This design comes from an exercise in tuning for small area, a short achievable clock period and few clock cycles per item on the open sky130 flow, not from production work. Where RTL was checked, it was by simulation tests only, not by an equivalence proof against the original. No activity file was given, so power comes from the tool's default toggle rates.

== red ==
==> flow/design.v (excerpt) <==
module sobel_stream #(
    parameter int WIDTH = 128,
    parameter int DEPTH = 128,
    parameter int PIX_W = 8
) (
    input  logic             ClkPort,
    input  logic             Reset,
    input  logic [PIX_W-1:0] threshold,
    input  logic             in_valid,
    output logic             in_ready,
    input  logic [PIX_W-1:0] in_pixel,
    output logic             out_valid,
    input  logic             out_ready,
    output logic             out_edge,
    output logic             out_first,
    output logic             out_last
);
    localparam int CW  = $clog2(WIDTH);
    localparam int RW  = $clog2(DEPTH);
    localparam int LW  = CW + 1;
    localparam int CAP = 5;                  
    localparam int OW  = $clog2(CAP + 1);
    localparam int FD  = CAP - 1;            
    localparam int FW  = $clog2(FD);
    localparam logic [CW-1:0] COL_LAST = CW'(WIDTH - 1);
    localparam logic [RW-1:0] ROW_LAST = RW'(DEPTH - 1);
    logic             acc, cons, hv, h0, in_first;
  ...
For scale: ~2800 cells after synthesis, about 2200 flip-flops, about 25 I/O pins, about 49000 um^2 of cells after synthesis.
==> flow/config.mk <==
export PLATFORM = sky130hd
export DESIGN_NAME = sobel_stream
export DESIGN_NICKNAME = sobel_stream
export VERILOG_FILES = /design/flow/design.v
export SDC_FILE = /design/flow/constraint.sdc
export NUM_CORES = 4
export LEC_CHECK = 0
export ABC_CLOCK_PERIOD_IN_PS = 3000
export CAP_MARGIN = 20
export CORE_MARGIN = 2
export CORE_UTILIZATION = 65
export CTS_CLUSTER_DIAMETER = 50
export CTS_CLUSTER_SIZE = 30
export PLACE_DENSITY = 0.75
export SETUP_SLACK_MARGIN = 5
export SLEW_MARGIN = 20
==> flow/constraint.sdc <==
create_clock -name core_clock -period 9.0 [get_ports {ClkPort}]
set_input_delay 1.8000 -clock core_clock [delete_from_list [all_inputs] [get_ports {ClkPort}]]
set_output_delay 1.8000 -clock core_clock [all_outputs]
set_load 0.01 [all_outputs]
standard.sh (not shown) runs the stock make flow with config.mk's settings and CLKGATE_MAP_FILE= SYNTH_SCRIPT=/design/flow/synth_recipe.tcl, a recipe that flattens the netlist after the stock synthesis.
==> flow/flow/run.sh <==
#!/bin/bash
# Standard layout, with the standard synthesis run on its own first, then the rest of the
# flow with a larger setup repair margin and plain buffers on the ports.
set -euo pipefail
bash standard.sh synth > synth.log 2>&1
bash standard.sh SETUP_SLACK_MARGIN=6 "BUFFER_PORTS_ARGS=-buffer_cell sky130_fd_sc_hd__buf_2" finish > layout.log 2>&1
The flow did not stop early for red: all stages ran, and the layout cleared the timing, DRC and antenna checks.
Testbench counts of red, summed over its fixed seeds: cycles 263,224, pixels 262,144.
Here is what was changed in the inputs of blue compared with red.
- swapping 65 for 80 in CORE_UTILIZATION
- clearing SETUP_SLACK_MARGIN, which used to be 5
- clearing CTS_CLUSTER_SIZE, which used to be 30
- clearing CTS_CLUSTER_DIAMETER, which used to be 50
- swapping 0.75 for 0.88 in PLACE_DENSITY
==> flow/flow/run.sh <==
#!/bin/bash
# Standard layout, with the standard synthesis run on its own first, then the rest of the
# flow with a larger setup repair margin, plain buffers on the ports and no dummy clock loads.
set -euo pipefail
bash standard.sh synth > synth.log 2>&1
bash standard.sh SETUP_SLACK_MARGIN=6.3 \
  "BUFFER_PORTS_ARGS=-buffer_cell sky130_fd_sc_hd__buf_2" \
  "CTS_ARGS=-sink_clustering_enable -repair_clock_nets -sink_clustering_size 30 -sink_clustering_max_diameter 50 -dont_use_dummy_load" \
  finish > layout.log 2>&1
==> run notes <==
Changes observed in blue relative to red: die extent in x went down 9.7%; area after detailed placement now sits lower; pre-CTS worst setup slack went down by 0.063 ns.
Comparing blue and red, the higher number of buffers inserted during clock tree synthesis was measured on red.
Status(blue) = ERROR, stage = clock tree synthesis (4_1_cts)
### blue -> green
- swapping 80 for 65 in CORE_UTILIZATION
- swapping 0.88 for 0.75 in PLACE_DENSITY
Notes after the runs:
In summary, green completed successfully, with a layout that passed the timing, DRC and antenna checks.
blue never completed, since it errored out during clock tree synthesis (4_1_cts).
Looking at count of standard-cell rows, green sits 9.9% above blue.
Against blue, green reports a global placer's final weighted congestion that is lower.
Going from blue to green, post-CTS setup buffer count shrinks by 10.
Summary — effective utilization at floorplan, green relative to blue: lower, by 14 points.

---

sobel_stream, a different RTL version from the one above (not shown whole).
Size: roughly 2,200 flip-flops, roughly 25 I/O pins, about 50,000 um^2 of cells after synthesis.
==> flow/config.mk <==
export PLATFORM = sky130hd
export DESIGN_NAME = sobel_stream
export DESIGN_NICKNAME = sobel_stream
export VERILOG_FILES = /design/flow/design.v
export SDC_FILE = /design/flow/constraint.sdc
export NUM_CORES = 4
export LEC_CHECK = 0
export ABC_CLOCK_PERIOD_IN_PS = 3000
export CAP_MARGIN = 20
export CORE_MARGIN = 2
export CORE_UTILIZATION = 65
export CTS_CLUSTER_DIAMETER = 40
export CTS_CLUSTER_SIZE = 24
export PLACE_DENSITY = 0.75
export SETUP_SLACK_MARGIN = 5
export SLEW_MARGIN = 20
==> flow/constraint.sdc <==
create_clock -name core_clock -period 9.0 [get_ports {ClkPort}]
set_input_delay 1.8000 -clock core_clock [delete_from_list [all_inputs] [get_ports {ClkPort}]]
set_output_delay 1.8000 -clock core_clock [all_outputs]
set_load 0.01 [all_outputs]
run.sh (not shown) runs the stock make flow with config.mk's settings and CLKGATE_MAP_FILE= SYNTH_SCRIPT=/design/flow/synth_recipe.tcl, a recipe that flattens the netlist after the stock synthesis.
Stock flow here: none of the scripts above is used.
Next try:
Settings changed: CTS_CLUSTER_DIAMETER 40 to 50, CTS_CLUSTER_SIZE 24 to 30.
The changed run completed with no timing, DRC or antenna violations.
Flip-flop and latch count stays the same.
Routed wire length goes down by 1.6%.
Core utilization goes down by 0.63 points.
Via count goes down by 1.3%.
Total power goes down by 2.5%.
Final area goes down by 0.85%.
Fmax goes up by 0.56%.
Global-route usage goes down by 0.34 points.
Worst hold slack hardly moves.
No run of this note included a check of the RTL's function; only the layout flow was run.

---

Setup of trial 29:
sobel_stream, a different RTL version from the one above (not shown whole).
Size in the first run: ~2,800 cells after synthesis, ~2,200 flip-flops, ~25 I/O pins.
export LEC_CHECK = 0
export ABC_CLOCK_PERIOD_IN_PS = 3000
export CAP_MARGIN = 20
export CORE_MARGIN = 2
export CORE_UTILIZATION = 70
export PLACE_DENSITY = 0.8
export SLEW_MARGIN = 20
create_clock -name core_clock -period 9.0 [get_ports {ClkPort}]
standard.sh (not shown) runs the stock make flow with config.mk's settings and CLKGATE_MAP_FILE= SYNTH_SCRIPT=/design/flow/synth_recipe.tcl, a recipe that flattens the netlist after the stock synthesis.
==> flow/flow/run.sh <==
#!/bin/bash
# Standard layout, with the standard synthesis run on its own first, then the rest of the
# flow with a larger setup repair margin, plain buffers on the ports and no dummy clock loads.
set -euo pipefail
bash standard.sh synth > synth.log 2>&1
bash standard.sh SETUP_SLACK_MARGIN=6.3 \
  "BUFFER_PORTS_ARGS=-buffer_cell sky130_fd_sc_hd__buf_2" \
  "CTS_ARGS=-sink_clustering_enable -repair_clock_nets -sink_clustering_size 20 -sink_clustering_max_diameter 42 -dont_use_dummy_load -sink_buffer_max_cap_derate 0.7 -buf_list sky130_fd_sc_hd__clkbuf_8 -root_buf sky130_fd_sc_hd__clkbuf_16" \
  finish > layout.log 2>&1
Testbench counts of trial 29, summed over its fixed seeds: cycles 263,224, pixels 262,144.
### trial 29 -> trial 61
==> flow/flow/run.sh <==
#!/bin/bash
# Standard layout, with the standard synthesis run on its own first, then the rest of the
# flow with a larger setup repair margin, plain buffers on the ports and no dummy clock loads.
set -euo pipefail
bash standard.sh synth > synth.log 2>&1
bash standard.sh SETUP_SLACK_MARGIN=6.3 \
  "BUFFER_PORTS_ARGS=-buffer_cell sky130_fd_sc_hd__buf_2" \
  "CTS_ARGS=-sink_clustering_enable -repair_clock_nets -sink_clustering_size 16 -sink_clustering_max_diameter 36 -dont_use_dummy_load -buf_list sky130_fd_sc_hd__clkbuf_8 -root_buf sky130_fd_sc_hd__clkbuf_16" \
  finish > layout.log 2>&1
Findings:
Summary — worst hold slack, trial 61 relative to trial 29: lower, by 0.021 ns.
Per the final summary, trial 61 finished and its layout is clean on timing, DRC and antenna.
Layout-stage area growth over the synthesis result: trial 61 vs trial 29 up 0.96 points
When trial 61 is set beside trial 29, its minimum clock period turns out to be 0.0086 ns larger.
Trial 61 against trial 29: count of clock-net buffers in the final layout rose by 33, final cell count rose 33, first-pass GRT wire length climbed 9.9%.

---

Another version of the RTL of sobel_stream (not shown whole).
Size: ~2200 flip-flops, ~25 I/O pins, about 49000 um^2 of cells after synthesis.
clock: 9.0 ns
lec_check: 0
abc_clock_period_in_ps: 3000
cap_margin: 20
core_margin: 2
core_utilization: 70
place_density: 0.8
slew_margin: 20
==> flow/flow/run.sh <==
#!/bin/bash
# Standard layout, with the standard synthesis run on its own first, then the rest of the
# flow with a larger setup repair margin, plain buffers on the ports and a clock tree of
# clkbuf_16 trunk buffers and clkbuf_8 leaf buffers without dummy loads.
set -euo pipefail
bash standard.sh synth > synth.log 2>&1
bash standard.sh SETUP_SLACK_MARGIN=6.3 \
  "BUFFER_PORTS_ARGS=-buffer_cell sky130_fd_sc_hd__buf_2" \
  "CTS_ARGS=-sink_clustering_enable -repair_clock_nets -sink_clustering_size 20 -sink_clustering_max_diameter 42 -dont_use_dummy_load -buf_list {sky130_fd_sc_hd__clkbuf_8 sky130_fd_sc_hd__clkbuf_16} -root_buf sky130_fd_sc_hd__clkbuf_16 -tree_buf sky130_fd_sc_hd__clkbuf_16 -sink_clustering_buffer sky130_fd_sc_hd__clkbuf_8" \
  finish > layout.log 2>&1
The starting point ran to the end with no violations.
Testbench counts at the start, summed over its fixed seeds: cycles 263,224, pixels 262,144.
Rerun with:
==> flow/flow/run.sh (replaced) <==
#!/bin/bash
# Standard layout, with the standard synthesis run on its own first, then the rest of the
# flow with a larger setup repair margin, plain buffers on the ports and no dummy clock loads.
set -euo pipefail
bash standard.sh synth > synth.log 2>&1
bash standard.sh SETUP_SLACK_MARGIN=6.3 \
  "BUFFER_PORTS_ARGS=-buffer_cell sky130_fd_sc_hd__buf_2" \
  "CTS_ARGS=-sink_clustering_enable -repair_clock_nets -sink_clustering_size 20 -sink_clustering_max_diameter 42 -dont_use_dummy_load -buf_list sky130_fd_sc_hd__clkbuf_8 -root_buf sky130_fd_sc_hd__clkbuf_16" \
  finish > layout.log 2>&1
The changed run finished clean.
Non-clock buffer count stays the same.
Worst setup slack improved by 0.037 ns.
Flip-flop and latch count does not change.
Final area is lower slightly.
Routed wire length went down slightly.
Clock-buffer cell count stays the same.
First-iteration DRC count hardly moves.
Global-route usage falls by 0.15 points.
Synthesized area stays the same.
Die area does not change.

## re-timing with driven ports
Ports are ideal in the flow. The routed layouts listed here were re-timed in OpenROAD. Step 1 sets driving cells, clkbuf_16 on the clock port and buf_2 on the other inputs (assumed; they add their load-dependent delay and slew). Step 2 also shifts input and output timing later by t, the mid clock arrival at the registers, as if the neighbouring blocks saw the same clock. Slacks: no drivers / after step 1 / after step 2; pairs: no drivers / after step 1.
run | t (ns) | slack for setup (ns) | worst setup path at the end | worst data-port slew with drivers (ns) | pins driven straight from the clock port
red | 0.738 | 5.978 / 5.919 / 5.680 | input to register | 0.04 | 1
green | 0.713 | 6.031 / 5.966 / 5.784 | input to register | 0.04 | 1
the first run of note 2 | 0.780 | 5.570 / 5.510 / 5.095 | input to register | 0.04 | 1
the second run of note 2 | 0.742 | 5.589 / 5.530 / 5.094 | input to register | 0.04 | 1
trial 29 | 0.711 | 6.089 / 6.024 / 5.721 | input to register | 0.11 | 1
trial 61 | 0.731 | 6.081 / 6.013 / 5.720 | input to register | 0.13 | 1
the first run of note 4 | 0.752 | 6.019 / 5.952 / 5.715 | input to register | 0.04 | 1
the second run of note 4 | 0.722 | 6.056 / 5.989 / 5.704 | input to register | 0.04 | 1
After both steps setup and hold are still met in every run listed. For the second run of note 2, which loses most, drivers alone change the setup slack by -0.059 ns; drivers and shift together by -0.495 ns.
